Source: an optimization exercise on an open RTL-to-GDS flow (aim: small area and a short achievable clock period). Production flows keep margins and buffers that such runs may drop. No functional check of the RTL was part of any run shown here. Power figures rest on the tool's default switching activity, not on a simulated workload.

## flow/design.v (module list and top-level ports; edited modules follow where they fit)
// module march_pix_fifo: 42 lines
// module rm_fa: 10 lines
// module rm_ha: 9 lines
// module rm_booth: 16 lines
// module rm_madd: 1388 lines
// module ray_march_step: 140 lines
module ray_march_step #(
    parameter int MAX_ITER      = 64,
    parameter int MAX_DEPTH_INT = 16,
    parameter int FIFO_DEPTH    = 4
) (
    input  logic              clk,
    input  logic              rst_n,
    input  logic              in_valid,
    input  logic [479:0]      data_in,
    output logic              loop_valid,
    output logic [479:0]      loop_out,
    output logic              pix_valid,
    output logic [15:0]       pix_addr,
    output logic              pix_hit,
    output logic [7:0]        pix_steps,
    output logic [31:0]       pix_depth,
    input  logic              pix_ready,
    output logic              fifo_overflow
);
  // ...
==> flow/run.sh <==
#!/bin/bash
# synth_recipe.tcl (not shown) runs the flow's synth.tcl, then flattens the netlist and writes it again
# the make line also repeats each setting of config.mk as NAME=value (left out here)
make -C /OpenROAD-flow-scripts/flow DESIGN_CONFIG=/design/flow/config.mk WORK_HOME=/design/flow/orfs CLKGATE_MAP_FILE= SYNTH_SCRIPT=/design/flow/synth_recipe.tcl finish
==> flow/config.mk <==
export PLATFORM = sky130hd
export DESIGN_NAME = ray_march_step
export DESIGN_NICKNAME = ray_march_step
export VERILOG_FILES = /design/flow/design.v
export SDC_FILE = /design/flow/constraint.sdc
export NUM_CORES = 4
export LEC_CHECK = 0
export CAP_MARGIN = 20
export CORE_MARGIN = 2
export CORE_UTILIZATION = 40
export SLEW_MARGIN = 20
export SYNTH_HIERARCHICAL = 1
export SYNTH_MINIMUM_KEEP_SIZE = 0
==> flow/constraint.sdc <==
create_clock -name core_clock -period 8.5 [get_ports {clk}]
set_input_delay 1.7000 -clock core_clock [delete_from_list [all_inputs] [get_ports {clk}]]
set_output_delay 1.7000 -clock core_clock [all_outputs]
set_load 0.01 [all_outputs]
==> summary.txt, run 1 <==
Synth
  • Primary FF master, synth: dfxtp_1
  • Synth unique cells: 105
  • Synth Area in XOR/XNOR: 12.6%
  • Post-synthesis sequential area ratio: 34.2%
  • Synth Register Bits: 1,605
  • Top cells by area, synth: fa_1 23%, dfxtp_1 20%, xnor2_1 12%, a22oi_1 9.1%, dfrtp_1 7.7%
  • Post-synthesis cell count: 9,074
  • Adder-Cell Fraction of Synth Area: 26.9%
  • Most numerous cell in the Yosys netlist: xnor2_1

Timing
  • Setup ws final: 2.99 ns
  • Max Freq: 182 MHz
  • RSZ-0062 raised after global routing: no
  • Slew headroom: 21.3%

Power
  • Max VDD drop: 0.648 mV
  • Comb group: 36.3 mW
  • Top pwr grp: combinational logic

Setup path
  • Flop2flop setup slack: 3.65 ns
  • Path type of the worst setup path: reg -> out
  • CP peak stage delay: 0.85 ns
  • Reg-to-Reg Start: r1_one[5]$_DFF_P_

Global route
  • Global routing met2 resource utilization: 44.0%

Detailed routing
  • DRC Markers: 0
  • Metal2 WL: 175,000 um
  • First DRT Iteration DRCs: 9,831

Clock network
  • CTS clk-pin slew, worst paths: 0.06 ns

Placed design
  • DP Worst Slack: 3.74 ns

Cells and area
  • Final Util: 46.1%
  • Area occupied by multi-input gates: 64,100 sq um
  • Seq area share: 29.9%
  • Most frequent cells in the layout: 1,408 x xnor2_1, 1,274 x a22oi_1, 1,222 x fa_1, 993 x dfxtp_1, 783 x clkdlybuf4s50_1

Min path
  • Hold Crit Class: reg -> reg

Run status
  • Outcome: no timing/DRC/antenna violations
==> module ray_march_step, before the edit <==
module ray_march_step #(
    parameter int MAX_ITER      = 64,
    parameter int MAX_DEPTH_INT = 16,
    parameter int FIFO_DEPTH    = 4
) (
    input  logic              clk,
    input  logic              rst_n,
    input  logic              in_valid,
    input  logic [479:0]      data_in,
    output logic              loop_valid,
    output logic [479:0]      loop_out,
    output logic              pix_valid,
    output logic [15:0]       pix_addr,
    output logic              pix_hit,
    output logic [7:0]        pix_steps,
    output logic [31:0]       pix_depth,
    input  logic              pix_ready,
    output logic              fifo_overflow
);
    localparam logic [31:0] DEPTH_LIMIT = 32'(MAX_DEPTH_INT) << 16;
    localparam logic [7:0]  ITER_LIMIT  = 8'(MAX_ITER);
    logic        r1_valid;
    logic [15:0] r1_addr;
    logic [7:0]  r1_iter;
    logic [31:0] r1_px, r1_py, r1_pz, r1_dx, r1_dy, r1_dz;
    logic [31:0] r1_mdepth, r1_logd, r1_eps;
    logic [15:0] r1_one, r1_two;
    logic [14:0] r1_neg;
    logic [15:0] in_one, in_two;
    logic [14:0] in_neg;
    rm_booth u_enc (
        .d   (data_in[63] ? 31'd0 : data_in[62:32]),
        .one (in_one),
        .two (in_two),
        .neg (in_neg)
    );
    always_ff @(posedge clk or negedge rst_n) begin
        if (!rst_n) r1_valid <= 1'b0;
        else        r1_valid <= in_valid;
    end
    always_ff @(posedge clk) begin
        r1_addr   <= data_in[479:464];
        r1_iter   <= data_in[463:456];
        r1_px     <= data_in[447:416];
        r1_py     <= data_in[415:384];
        r1_pz     <= data_in[383:352];
        r1_dx     <= data_in[351:320];
        r1_dy     <= data_in[319:288];
        r1_dz     <= data_in[287:256];
        r1_mdepth <= data_in[95:64];
        r1_logd   <= data_in[63:32];
        r1_eps    <= data_in[31:0];
        r1_one    <= in_one;
        r1_two    <= in_two;
        r1_neg    <= in_neg;
    end
    logic [31:0] s1_dist, s1_sum, s1_depth;
    logic [7:0]  s1_iter;
    logic        s1_hit, s1_term;
    always_comb begin
        s1_dist  = r1_logd[31] ? 32'd0 : r1_logd;
        s1_hit   = $signed(s1_dist) < $signed(r1_eps);
        s1_sum   = r1_mdepth + s1_dist;
        s1_depth = (!r1_mdepth[31] && s1_sum[31]) ? 32'h7fff_ffff : s1_sum;
        s1_iter  = r1_iter + 8'd1;
        s1_term  = s1_hit || ($signed(s1_depth) >= $signed(DEPTH_LIMIT)) || (s1_iter == ITER_LIMIT);
    end
    logic [31:0] s2_px, s2_py, s2_pz;
    rm_madd u_mx (.clk(clk), .a(r1_dx), .p(r1_px), .one(r1_one), .two(r1_two), .neg(r1_neg), .y(s2_px));
    rm_madd u_my (.clk(clk), .a(r1_dy), .p(r1_py), .one(r1_one), .two(r1_two), .neg(r1_neg), .y(s2_py));
    rm_madd u_mz (.clk(clk), .a(r1_dz), .p(r1_pz), .one(r1_one), .two(r1_two), .neg(r1_neg), .y(s2_pz));
    logic        r2_valid, r2_term, r2_hit;
    logic [15:0] r2_addr;
    logic [7:0]  r2_iter;
    logic [31:0] r2_depth, r2_dx, r2_dy, r2_dz, r2_logd, r2_eps;
    always_ff @(posedge clk or negedge rst_n) begin
        if (!rst_n) r2_valid <= 1'b0;
        else        r2_valid <= r1_valid;
    end
    always_ff @(posedge clk) begin
        r2_term  <= s1_term;
        r2_hit   <= s1_hit;
        r2_addr  <= r1_addr;
        r2_iter  <= s1_iter;
        r2_depth <= s1_depth;
        r2_dx    <= r1_dx;
        r2_dy    <= r1_dy;
        r2_dz    <= r1_dz;
        r2_logd  <= r1_logd;
        r2_eps   <= r1_eps;
    end
    logic cont_s, wr_en_s;
    assign cont_s  = r2_valid && !r2_term;
    assign wr_en_s = r2_valid && r2_term;
    logic [15:0] r3_addr;
    logic [7:0]  r3_iter;
    logic [31:0] r3_px, r3_py, r3_pz, r3_dx, r3_dy, r3_dz, r3_depth, r3_logd, r3_eps;
    always_ff @(posedge clk or negedge rst_n) begin
        if (!rst_n) begin
            loop_valid <= 1'b0;
            r3_addr    <= '0;
            r3_iter    <= '0;
            r3_px      <= '0;
            r3_py      <= '0;
            r3_pz      <= '0;
            r3_dx      <= '0;
            r3_dy      <= '0;
            r3_dz      <= '0;
            r3_depth   <= '0;
            r3_logd    <= '0;
            r3_eps     <= '0;
        end else begin
            loop_valid <= cont_s;
            r3_addr    <= cont_s ? r2_addr  : '0;
            r3_iter    <= cont_s ? r2_iter  : '0;
            r3_px      <= cont_s ? s2_px    : '0;
            r3_py      <= cont_s ? s2_py    : '0;
            r3_pz      <= cont_s ? s2_pz    : '0;
            r3_dx      <= cont_s ? r2_dx    : '0;
            r3_dy      <= cont_s ? r2_dy    : '0;
            r3_dz      <= cont_s ? r2_dz    : '0;
            r3_depth   <= cont_s ? r2_depth : '0;
            r3_logd    <= cont_s ? r2_logd  : '0;
            r3_eps     <= cont_s ? r2_eps   : '0;
        end
    end
    assign loop_out = {r3_addr, r3_iter, 8'd0, r3_px, r3_py, r3_pz, r3_dx, r3_dy, r3_dz,
                       r3_px, r3_py, r3_pz, 32'd0, 15'd0, loop_valid, 16'd0,
                       r3_depth, r3_logd, r3_eps};
    march_pix_fifo u_fifo (
        .clk      (clk),
        .rst_n    (rst_n),
        .wr_en    (wr_en_s),
        .wr_data  ({r2_addr, r2_hit, r2_iter, r2_depth}),
        .rd_ready (pix_ready),
        .rd_valid (pix_valid),
        .rd_data  ({pix_addr, pix_hit, pix_steps, pix_depth}),
        .overflow (fifo_overflow)
    );
endmodule
==> run 2: changes to the inputs <==
--- a/flow/design.v
+++ b/flow/design.v
@@ -1528,12 +1528,16 @@
         r1_neg    <= in_neg;
     end
-    logic [31:0] s1_dist, s1_sum, s1_depth;
+    logic [31:0] s1_sum, s1_depth;
     logic [7:0]  s1_iter;
     logic        s1_hit, s1_term;
     always_comb begin
-        s1_dist  = r1_logd[31] ? 32'd0 : r1_logd;
-        s1_hit   = $signed(s1_dist) < $signed(r1_eps);
-        s1_sum   = r1_mdepth + s1_dist;
-        s1_depth = (!r1_mdepth[31] && s1_sum[31]) ? 32'h7fff_ffff : s1_sum;
+        s1_sum   = r1_mdepth + r1_logd;
+        if (r1_logd[31]) begin
+            s1_hit   = $signed(r1_eps) > 0;
+            s1_depth = r1_mdepth;
+        end else begin
+            s1_hit   = $signed(r1_logd) < $signed(r1_eps);
+            s1_depth = (!r1_mdepth[31] && s1_sum[31]) ? 32'h7fff_ffff : s1_sum;
+        end
         s1_iter  = r1_iter + 8'd1;
         s1_term  = s1_hit || ($signed(s1_depth) >= $signed(DEPTH_LIMIT)) || (s1_iter == ITER_LIMIT);
--- a/flow/config.mk
+++ b/flow/config.mk
@@ -8,5 +8,6 @@
 export CAP_MARGIN = 20
 export CORE_MARGIN = 2
-export CORE_UTILIZATION = 40
+export CORE_UTILIZATION = 60
+export PLACE_DENSITY = 0.7
 export SLEW_MARGIN = 20
 export SYNTH_HIERARCHICAL = 1
==> run 2 against run 1 <==
Still clean on timing, DRC and antenna. Cell area fell by 2.6%. Clock skew fell by 0.062 ns. Wire length fell by 10%. Area after synthesis fell by 1.5%. Via count fell by 1.9%. Die area fell by 34%. Global-route usage rose by 11 points. Synthesized cell count fell by 3.2%. Core utilization rose by 22 points. Fmax rose by 8.6%. Sequential cell count did not move. Total power fell by 2.8%.
==> summary.txt, run 2 <==
Run status
  • Outcome: no timing/DRC/antenna violations

Timing
  • TNS Setup: 0 ns
  • Period minus WS final: 5.07 ns
  • RSZ-0062 raised after global routing: no
  • Max Freq: 197 MHz (+8.6%)
  • Slew headroom: 16.9% (-4.4 points)
  • Setup ws final: 3.43 ns (+0.434 ns)
  • Measured slew at the worst slew-check pin: 1.25 ns
  • # setup viols final: 0
  • Hold Vio Cnt, Final: 0
  • Setup Skew: 0.0550 ns
  • Fin crit share: 59.7%
  • WHS: 0.325 ns
  • Slew Limit Fails: 0

Synth
  • Adder-Cell Fraction of Synth Area: 27.7% (+0.81 points)
  • Post-synthesis cell count: 8,787 (-3.2%)
  • Area share of the largest cell type after synthesis: 23.6%
  • Async S/R FF share, synth: 20.1%
  • Primary FF master, synth: dfxtp_1
  • Warnings from Yosys: 10
  • Synth Area in XOR/XNOR: 12.5% (-0.022 points)
  • Synth Register Bits: 1,605 (unchanged)
  • Most numerous cell in the Yosys netlist: xnor2_1
  • Mean Syn Cell Area: 11.8 sq um
  • Synth Area in Simple Gates: 5.10%
  • Synth unique cells: 88 (-16%)
  • Post-synthesis cell area: 104,000 sq um
  • Post-synthesis sequential area ratio: 34.8% (+0.52 points)
  • Compound-Gate Fraction of Synth Area: 13.6%
  • EDFF count, synth: 228
  • Mux cell area share after synthesis: 1.27%
  • Synth area leader: fa_1
  • Post-synth top cells: 1,391 x xnor2_1, 1,273 x a22oi_1, 1,223 x fa_1
  • Top cells by area, synth: fa_1 24%, dfxtp_1 20%, xnor2_1 12%, a22oi_1 9.2%, dfrtp_1 7.8%
  • Largest family of logic cells by synthesized area: adder cells

Die
  • Area of the core: 172,000 sq um
  • Die Y: 420 um
  • Die Wd: 420 um
  • Core Rows: 152
  • Initial Util: 60.4%
  • Die area: 176,000 sq um
  • Ports: 1,024

Power
  • Sequential cell fraction of total power: 20.0%
  • Clock power share: 14.4%
  • Internal Power: 28.7 mW
  • Switching Fraction: 46.8%
  • Max VDD drop: 0.629 mV (-2.8%)
  • Psw: 25.2 mW
  • Power per standard cell area: 457 nW/um^2
  • Combinational share of power: 65.6%
  • Leakage power: 45.6 nW

Placed design
  • Post-DP Area: 112,000 sq um
  • DP Worst Slack: 4.00 ns (+0.258 ns)
  • Detail Placement HPWL: 222,000 um
  • I/O Buffers: 784
  • Placer Congestion: 0.950

Cells and area
  • Final Util: 68.6% (+22 points)
  • Register area: 36,200 sq um
  • Flip-flop count of the largest register after layout: 228
  • Filler cell count: 12,600
  • Final #Nets: 11,000
  • Fraction of layout cells with a size suffix above 1: 6.92%
  • Commonest non-fill, non-tap cell in the layout: xnor2_1
  • Area occupied by multi-input gates: 62,700 sq um (-2.1%)
  • Largest Register: u_fifo.mem_r
  • Final Instance Area: 118,000 sq um
  • Most frequent cells in the layout: 1,391 x xnor2_1, 1,273 x a22oi_1, 1,223 x fa_1, 994 x dfxtp_1, 783 x clkdlybuf4s50_1
  • Layout Area Growth over Synthesis: 13.6%

Clock network
  • CTS clk-pin slew, worst paths: 0.06 ns (about the same)
  • Clk root buf: clkbuf_16
  • Maximum root-to-sink buffer count: 3
  • Hold Buf Count CTS: 0
  • CTS tree: done
  • Post-cts gate resize count: 0
  • Clock Sinks: 1,605
  • Clock latency (worst-skew pair): 0.87 ns
  • CTS Buf Count: 169
  • Post-CTS Repair Setup Buffers: 0
  • Htree depth: 4

Setup path
  • Worst Path Required: 6.80 ns
  • CP max FO: 50
  • WP data arrival: 3.37 ns
  • Slowest cell on the critical path: mux4_2
  • Critical path's top delay family: buffers and inverters
  • Path type of the worst setup path: reg -> out
  • Worst setup SP type: flip-flop
  • Worst path bufs/invs: 2
  • CP peak stage delay: 0.60 ns (-0.25 ns)
  • Crit end category: primary output
  • Flop2flop setup slack: 3.79 ns (+0.14 ns)
  • Crit-path cells: buf_6 -> mux4_2 -> and2_1 -> clkdlybuf4s50_1

Global route
  • GRT overflow: 0
  • Grt peak-use layer: met2
  • Grt met3 use: 13.5%
  • Gr usage total: 40.3%
  • Pin count of the biggest net entering global routing: 195
  • First-pass GRT wire length: 522,000 um
  • Vias in the first global route: 80,600
  • Global routing met2 resource utilization: 60.4% (+16 points)
  • Met1 GRT Util: 50.5%
  • Initial antenna violation count: 29

Detailed routing
  • 1st-pass router iterations: 10
  • Routed WL: 358,000 um
  • Detail Route Antenna Nets: 0
  • Routed WL per cell: 31.2 um
  • First DRT Iteration DRCs: 10,500 (+6.8%)
  • Vias/cell: 6.68
  • Via Count: 76,700
  • DRC Markers: 0 (unchanged)

Run
  • Max-cap viol count: 0

Min path
  • Hold Crit Class: reg -> reg
[run 2: area by class of cell]
class                   count  area share, %
multi-input cells        6093           53.3
flip-flops and latches   1605           30.7
repair buffers            953           7.90
clock buffers             242           4.21
well taps                2310           2.45
clock inverters            76          0.841
inverters                 162          0.516
diodes                     28         0.0595
[run 2: power groups by stage]
stage	Clock (mW)	Combinational [mW]	Sequential, mW
5_1_grt	8.17	38.5	10.9
4_1_cts	7.86	34.4	10.7
2_1_floorplan	0	23.9	10.4
3_3_place_gp	0	33.7	10.8
6_report	7.76	35.3	10.8
3_5_place_dp	0	34.1	10.9
[run 2: per-module statistics from Yosys (local to each module, per instance)]
module	area [sq um]	flip-flops and latches	cells inside
rm_ha	12.5	0	1
rm_madd	14000	159	1700
rm_booth	522	0	74
ray_march_step	26100	892	1883
rm_fa	20.0	0	1
march_pix_fifo	9050	236	398
[run 2: final timing paths]
| check | from | to | cells after the start |
|---|---|---|---|
| hold reg to reg | r1_addr[1]$_DFF_P_ | r2_addr[1]$_DFF_P_ | 0 |
| min in group asynchronous | rst_n | r3_addr[12]$_DFF_PN0_ | 1 |
| max in group asynchronous | rst_n | r3_px[22]$_DFF_PN0_ | 2 |
| hold / removal | r1_addr[1]$_DFF_P_ | r2_addr[1]$_DFF_P_ | 0 |
| setup / recovery | u_fifo.rd_ptr_r[0]$_DFFE_PN0P_ | pix_depth[11] | 4 |
| setup reg to reg | r1_one[12]$_DFF_P_ | u_mx.r[106]$_DFF_P_ | 7 |
[run 2: cell families after synthesis]
| kind of cell | count (synthesis) |
|---|---|
| XOR/XNOR | 1483 |
| adder cells (fa/ha/maj) | 1562 |
| other | 1 |
| buffers and inverters | 1159 |
| AO/OA/AOI/OAI | 1952 |
| multiplexers | 60 |
| AND/OR/NAND/NOR | 965 |
| flip-flops | 1605 |
[run 2: per-stage QoR]
step	power (mW)	cells
4_1_cts	53.0	11400
3_3_place_gp	44.5	11100
2_1_floorplan	34.3	8857
5_1_grt	57.5	11500
3_5_place_dp	45.0	11100
6_report	53.9	11500
[run 2: per-layer routing]
layer	wire, um	part of all wire, %
met1	129000	36
met2	158000	44
met3	46400	13
met4	25400	7.1
met5	58	0.016
[run 2: worst reg2reg max path, stage by stage, from the launching register on]
cell     delay (ns)
dfxtp_2        1.15
buf_4          0.79
a22oi_1        0.28
xnor2_1        0.21
fa_1           0.52
fa_1           0.53
fa_1           0.61
fa_1           0.45
==> module march_pix_fifo, before the edit <==
module march_pix_fifo (
    input  logic        clk,
    input  logic        rst_n,
    input  logic        wr_en,
    input  logic [56:0] wr_data,
    input  logic        rd_ready,
    output logic        rd_valid,
    output logic [56:0] rd_data,
    output logic        overflow
);
    logic [4*57-1:0] mem_r;
    logic [1:0]  wr_ptr_r, rd_ptr_r;
    logic [2:0]  count_r;
    logic        empty_s, full_s, pop_s, push_s;
    always_comb begin
        empty_s  = (count_r == 3'd0);
        full_s   = count_r[2];
        pop_s    = !empty_s && rd_ready;
        push_s   = wr_en && (!full_s || pop_s);
        rd_valid = !empty_s;
        rd_data  = empty_s ? 57'd0 : mem_r[rd_ptr_r*57 +: 57];
    end
    always_ff @(posedge clk) begin
        for (int i = 0; i < 4; i++) begin
            if (push_s && (wr_ptr_r == 2'(i))) mem_r[i*57 +: 57] <= wr_data;
        end
    end
    always_ff @(posedge clk or negedge rst_n) begin
        if (!rst_n) begin
            wr_ptr_r <= '0;
            rd_ptr_r <= '0;
            count_r  <= '0;
            overflow <= 1'b0;
        end else begin
            if (push_s) wr_ptr_r <= wr_ptr_r + 2'd1;
            if (pop_s)  rd_ptr_r <= rd_ptr_r + 2'd1;
            if (push_s && !pop_s) count_r <= count_r + 3'd1;
            else if (pop_s && !push_s) count_r <= count_r - 3'd1;
            if (wr_en && full_s && !pop_s) overflow <= 1'b1;
        end
    end
endmodule
==> run 3: changes to the inputs <==
--- a/flow/design.v
+++ b/flow/design.v
@@ -17,32 +17,44 @@
     output logic        overflow
 );
-    logic [4*57-1:0] mem_r;
-    logic [1:0]  wr_ptr_r, rd_ptr_r;
-    logic [2:0]  count_r;
-    logic        empty_s, full_s, pop_s, push_s;
+    logic [3*57-1:0] ring_r;
+    logic [2:0]      rd_oh_r, wr_oh_r;    
+    logic [1:0]      rc_r;               
+    logic [56:0]     ring_head_s, head_next_s;
+    logic            keep_s, ring_nz_s, full_s, pop_s, push_s, to_ring_s;
     always_comb begin
-        empty_s  = (count_r == 3'd0);
-        full_s   = count_r[2];
-        pop_s    = !empty_s && rd_ready;
-        push_s   = wr_en && (!full_s || pop_s);
-        rd_valid = !empty_s;
-        rd_data  = empty_s ? 57'd0 : mem_r[rd_ptr_r*57 +: 57];
+        ring_head_s = ({57{rd_oh_r[0]}} & ring_r[0 +: 57])
+                    | ({57{rd_oh_r[1]}} & ring_r[57 +: 57])
+                    | ({57{rd_oh_r[2]}} & ring_r[114 +: 57]);
+        ring_nz_s   = (rc_r != 2'd0);
+        full_s      = rd_valid && (rc_r == 2'd3);
+        keep_s      = rd_valid && !rd_ready;
+        pop_s       = rd_valid && rd_ready;
+        push_s      = wr_en && (!full_s || pop_s);
+        to_ring_s   = push_s && (keep_s || ring_nz_s);
+        if (keep_s)         head_next_s = rd_data;
+        else if (ring_nz_s) head_next_s = ring_head_s;
+        else if (wr_en)     head_next_s = wr_data;
+        else                head_next_s = '0;
     end
     always_ff @(posedge clk) begin
-        for (int i = 0; i < 4; i++) begin
-            if (push_s && (wr_ptr_r == 2'(i))) mem_r[i*57 +: 57] <= wr_data;
+        for (int i = 0; i < 3; i++) begin
+            if (to_ring_s && wr_oh_r[i]) ring_r[i*57 +: 57] <= wr_data;
         end
     end
     always_ff @(posedge clk or negedge rst_n) begin
         if (!rst_n) begin
-            wr_ptr_r <= '0;
-            rd_ptr_r <= '0;
-            count_r  <= '0;
+            rd_data  <= '0;
+            rd_valid <= 1'b0;
+            rd_oh_r  <= 3'b001;
+            wr_oh_r  <= 3'b001;
+            rc_r     <= '0;
             overflow <= 1'b0;
         end else begin
-            if (push_s) wr_ptr_r <= wr_ptr_r + 2'd1;
-            if (pop_s)  rd_ptr_r <= rd_ptr_r + 2'd1;
-            if (push_s && !pop_s) count_r <= count_r + 3'd1;
-            else if (pop_s && !push_s) count_r <= count_r - 3'd1;
+            rd_data  <= head_next_s;
+            rd_valid <= keep_s || ring_nz_s || wr_en;
+            if (pop_s && ring_nz_s) rd_oh_r <= {rd_oh_r[1:0], rd_oh_r[2]};
+            if (to_ring_s)          wr_oh_r <= {wr_oh_r[1:0], wr_oh_r[2]};
+            if (to_ring_s && !(pop_s && ring_nz_s))      rc_r <= rc_r + 2'd1;
+            else if (!to_ring_s && pop_s && ring_nz_s)   rc_r <= rc_r - 2'd1;
             if (wr_en && full_s && !pop_s) overflow <= 1'b1;
         end
==> flow/flow/run.sh (new file) <==
#!/bin/bash
# The standard layout, with plain buffers on the ports in place of the
# default delay-cell buffers. make's full output goes to standard_flow.log;
# each ORFS step also keeps its own log under orfs/logs/.
set -euo pipefail
bash standard.sh 'BUFFER_PORTS_ARGS=-buffer_cell sky130_fd_sc_hd__buf_1' finish > standard_flow.log 2>&1
==> flow/standard.sh (new file) <==
#!/bin/bash
# synth_recipe.tcl (not shown) runs the flow's synth.tcl, then flattens the netlist and writes it again
# the make line also repeats each setting of config.mk as NAME=value (left out here)
make -C /OpenROAD-flow-scripts/flow DESIGN_CONFIG=/design/flow/config.mk WORK_HOME=/design/flow/orfs CLKGATE_MAP_FILE= SYNTH_SCRIPT=/design/flow/synth_recipe.tcl "${@:-finish}"
--- a/flow/config.mk
+++ b/flow/config.mk
@@ -8,6 +8,9 @@
 export CAP_MARGIN = 20
 export CORE_MARGIN = 2
-export CORE_UTILIZATION = 60
-export PLACE_DENSITY = 0.7
+export CORE_UTILIZATION = 45
+export CTS_CLUSTER_DIAMETER = 100
+export CTS_CLUSTER_SIZE = 20
+export PLACE_DENSITY = 0.6
+export SETUP_SLACK_MARGIN = 5
 export SLEW_MARGIN = 20
 export SYNTH_HIERARCHICAL = 1
removed: flow/run.sh
==> run 3 against run 2 <==
Combinational power is 22% higher. Final cell count increased by 9.8%. Critical path depth grew 8. Sequential power is essentially flat. Via count grew 5.5%. Setup slack better by 1.3 ns. Core utilization down 18 points. Sequential share of layout area fell by 0.10 points. Area after synthesis increased by 0.55%. Clock skew up 0.031 ns. Non-clock buffer count is 270 higher. Die area up 34%. Highest routed layer unchanged.
==> summary.txt, run 3 <==
Power
  • Internal Power: 30.9 mW (+7.7%)
  • Power per standard cell area: 503 nW/um^2 (+10%)
  • Sequential cell fraction of total power: 18.1% (-1.9 points)
  • Leakage power: 45.2 nW (-0.79%)
  • Switching Fraction: 47.7% (+0.97 points)
  • Psw: 28.2 mW (+12%)
  • Combinational share of power: 72.7% (+7.1 points)
  • Clock power share: 9.2% (-5.2 points)
  • Max VDD drop: 0.531 mV (-16%)

Global route
  • Pin count of the biggest net entering global routing: 119 (-39%)
  • Initial antenna violation count: 36 (+24%)
  • GRT overflow: 0 (unchanged)
  • Grt peak-use layer: met2
  • Global routing met2 resource utilization: 51.8% (-8.6 points)
  • Met1 GRT Util: 43.8% (-6.8 points)
  • First-pass GRT wire length: 594,000 um (+14%)
  • Vias in the first global route: 82,900 (+2.9%)
  • Grt met3 use: 12.9% (-0.57 points)
  • Gr usage total: 34.8% (-5.5 points)

Clock network
  • CTS clk-pin slew, worst paths: 0.09 ns (+0.03 ns)
  • Hold Buf Count CTS: 0 (unchanged)
  • Clock latency (worst-skew pair): 0.86 ns (about the same)
  • CTS tree: done
  • Clk root buf: clkbuf_16
  • Clock Sinks: 1,607 (+0.12%)
  • Maximum root-to-sink buffer count: 3 (unchanged)
  • CTS Buf Count: 103 (-39%)
  • Htree depth: 3 (-1)

Detailed routing
  • Routed WL: 427,000 um (+19%)
  • First DRT Iteration DRCs: 11,200 (+6.5%)
  • DRC Markers: 0 (unchanged)
  • Vias/cell: 6.42 (-3.9%)
  • Via Count: 80,900 (+5.5%)
  • Detail Route Antenna Nets: 0 (unchanged)
  • Routed WL per cell: 33.9 um (+8.6%)
  • 1st-pass router iterations: 11 (+1)

Setup path
  • Crit end category: flip-flop
  • WP data arrival: 4.46 ns (+1.09 ns)
  • Worst Path Required: 9.19 ns (+2.39 ns)
  • Path type of the worst setup path: reg -> reg
  • Worst setup SP type: flip-flop
  • CP max FO: 5 (-90%)

Die
  • Core Rows: 176 (+16%)
  • Ports: 1,024 (unchanged)
  • Area of the core: 230,000 sq um (+34%)
  • Initial Util: 45.3% (-15 points)
  • Die area: 235,000 sq um (+34%)
  • Die Y: 485 um (+16%)
  • Die Wd: 485 um (+16%)

Timing
  • Setup Skew: 0.0859 ns (+0.0309 ns)
  • Period minus WS final: 3.77 ns (-1.31 ns)
  • TNS Setup: 0 ns (unchanged)
  • Slew headroom: 30.4% (+13 points)
  • # setup viols final: 0 (unchanged)
  • Slew Limit Fails: 0 (unchanged)
  • Hold Vio Cnt, Final: 0 (unchanged)
  • Fin crit share: 44.3% (-15 points)
  • Measured slew at the worst slew-check pin: 1.04 ns (-0.202 ns)
  • RSZ-0062 raised after global routing: yes
  • Max Freq: 265 MHz (+35%)

Synth
  • Area share of the largest cell type after synthesis: 23.5% (-0.15 points)
  • Post-synthesis cell count: 9,111 (+3.7%)
  • Post-synthesis cell area: 104,000 sq um (+0.55%)
  • Async S/R FF share, synth: 23.8% (+3.6 points)
  • Warnings from Yosys: 10 (unchanged)
  • Synth Register Bits: 1,607 (+0.12%)
  • Post-synth top cells: 1,386 x xnor2_1, 1,272 x a22oi_1, 1,222 x fa_1
  • EDFF count, synth: 171 (-25%)
  • Post-synthesis sequential area ratio: 34.4% (-0.41 points)
  • Most numerous cell in the Yosys netlist: xnor2_1
  • Mean Syn Cell Area: 11.4 sq um (-3.0%)
  • Synth area leader: fa_1
  • Top cells by area, synth: fa_1 23%, dfxtp_1 20%, xnor2_1 12%, a22oi_1 9.2%, dfrtp_1 9.1%
  • Primary FF master, synth: dfxtp_1
  • Synth unique cells: 92 (+4.5%)

Placed design
  • Placer Congestion: 0.940 (-1.1%)
  • I/O Buffers: 784 (unchanged)
  • Post-DP Area: 108,000 sq um (-3.2%)
  • Placed instance count: 12,100 (+9.0%)
  • Detail Placement HPWL: 245,000 um (+10%)

Cells and area
  • Flip-flop count of the largest register after layout: 171 (-25%)
  • Largest Register: u_fifo.ring_r
  • Final Instance Area: 118,000 sq um (-0.21%)
  • Final #Nets: 11,500 (+4.3%)
  • Non-filler cells, final: 12,600 (+9.8%)
  • Commonest non-fill, non-tap cell in the layout: xnor2_1
  • Filler cell count: 20,300 (+61%)
  • Final Util: 51.1% (-18 points)
  • Most frequent cells in the layout: 1,374 x xnor2_1, 1,268 x a22oi_1, 1,202 x fa_1, 984 x dfxtp_1, 783 x buf_1
  • Layout Area Growth over Synthesis: 12.8%
  • Fraction of layout cells with a size suffix above 1: 9.79% (+2.9 points)

Min path
  • Hold Crit Class: reg -> reg

Run status
  • Outcome: no timing/DRC/antenna violations

Run
  • Max-cap viol count: 0 (unchanged)
run 3: cell types whose count changed after synthesis, moves of 28 or more:
| cell | previous run | this run |
|---|---|---|
| o21ai_0 | 118 | 180 |
| nand2_1 | 194 | 253 |
| o22a_1 | 19 | 60 |
| dfrtp_1 | 323 | 380 |
| a21oi_1 | 184 | 217 |
| and2_1 | 378 | 322 |
| mux4_2 | 57 | 0 |
| clkbuf_1 | 647 | 675 |
| nor2_1 | 115 | 175 |
| edfxtp_1 | 228 | 171 |
| a222oi_1 | 1 | 57 |
run 3: per-layer routing:
layer / part of all wire, % / wire (um)
met1: 37 / 156000
met2: 43 / 183000
met3: 14 / 58000
met4: 7.0 / 30000
met5: 0.077 / 329
run 3: cells by family after synthesis:
family / synth area share, %
muxes: 0.119
other: 0.00360
DFF: 34.4
adders and majority gates: 27.5
AOI/OAI and AO/OA: 15.0
buffers and inverters: 5.20
xor gates and xnor gates: 12.4
and+or+nand+nor: 5.42
run 3: Yosys stat by module, one instance, submodules excluded:
module	cells	flip-flops and latches	area, sq um
ray_march_step	1989	892	26600
march_pix_fifo	616	238	9110
rm_madd	1700	159	14000
rm_booth	74	0	522
rm_fa	1	0	20.0
rm_ha	1	0	12.5
run 3: final timing paths:
path / endpoint / cells after the start / slack, ns / startpoint
max: r3_pz[29]$_DFF_PN0_ / 12 / 4.73 / u_mz.r[67]$_DFF_P_
min: r2_addr[7]$_DFF_P_ / 0 / 0.33 / r1_addr[7]$_DFF_P_
max reg2reg: r3_pz[29]$_DFF_PN0_ / 12 / 4.73 / u_mz.r[67]$_DFF_P_
min reg2reg: r2_addr[7]$_DFF_P_ / 0 / 0.33 / r1_addr[7]$_DFF_P_
max in group asynchronous: r3_dz[15]$_DFF_PN0_ / 3 / 5.85 / rst_n
min in group asynchronous: u_fifo.rd_data[46]$_DFFE_PN0N_ / 1 / 0.89 / rst_n
run 3: what timing repair did:
item / in CTS / in global routing
buffers inserted: 148 / 87
cloned: 11 / 11
gates resized for setup: 346 / 231
endpoints found under the setup margin: 434 / 106
pin swaps: 82 / 132
run 3: area by class of cell:
type / count / area (sq um) / area share (%)
antenna: 13 / 32.5 / 0.0277
clock buffer: 157 / 2810 / 2.39
clock inverter: 37 / 596 / 0.507
inverter: 182 / 683 / 0.581
multi-input combinational: 6346 / 64900 / 55.2
sequential: 1607 / 36000 / 30.6
tap: 3026 / 3790 / 3.22
timing repair buffer: 1223 / 8680 / 7.38
run 3: worst max-delay path, stage by stage, from the launching register on:
cell and delay, ns:
dfxtp_1 0.32, fa_1 0.57, fa_1 0.46, ha_4 0.33, nand4_1 0.17, nor2_4 0.28, nand2_2 0.10, o211ai_4 0.31
o21ai_4 0.12, o21ba_4 0.22, o31a_1 0.27, o311a_1 0.34, and2_1 0.14
run 3: per-stage QoR:
step	hold WS, ns	power [mW]	worst slack [ns]
3_5_place_dp	0.312	44.7	4.01
4_1_cts	0.332	55.0	4.72
3_3_place_gp	0.313	44.4	4.03
6_report	0.329	59.1	4.73
5_1_grt	0.339	62.9	4.64
2_1_floorplan	0.310	34.1	4.54
run 3: power by group through the flow:
stage	registers, mW	logic, mW	clock network (mW)
floorplan	10.6	23.5	0
global placement	10.9	33.4	0
detailed placement	11.0	33.7	0
CTS	10.7	38.8	5.53
global route	10.8	46.2	5.80
finish	10.7	43.0	5.43

separate check: timing with driven ports:
Ports are ideal in the flow. The routed layouts listed here were re-timed in OpenROAD.
Step 1 sets driving cells, clkbuf_16 on the clock port and buf_2 on the other inputs (assumed; they add their load-dependent delay and slew).
Step 2 adds t to the input delays and takes it off the output delays; t is the mean of the earliest and latest rising clock arrival at the registers after step 1. Input paths then give back, and output paths get back, about the clock's delay inside the block.
Slacks: ideal ports / drivers / drivers and shift; pairs: ideal ports / drivers.
run | t, ns | setup WS [ns] | hold slack, ns
run 1 | 0.948 | 2.992 / 2.898 / 3.649 | 0.327 / 0.327 / 0.327
run 2 | 0.935 | 3.426 / 3.331 / 3.793 | 0.325 / 0.325 / 0.325
run 3 | 0.919 | 4.734 / 4.734 / 4.668 | 0.329 / 0.329 / 0.329
After both steps every run listed still meets setup and hold. The setup slack of run 3, which loses most, moves by 0.000 ns with the drivers and by -0.066 ns with both steps.
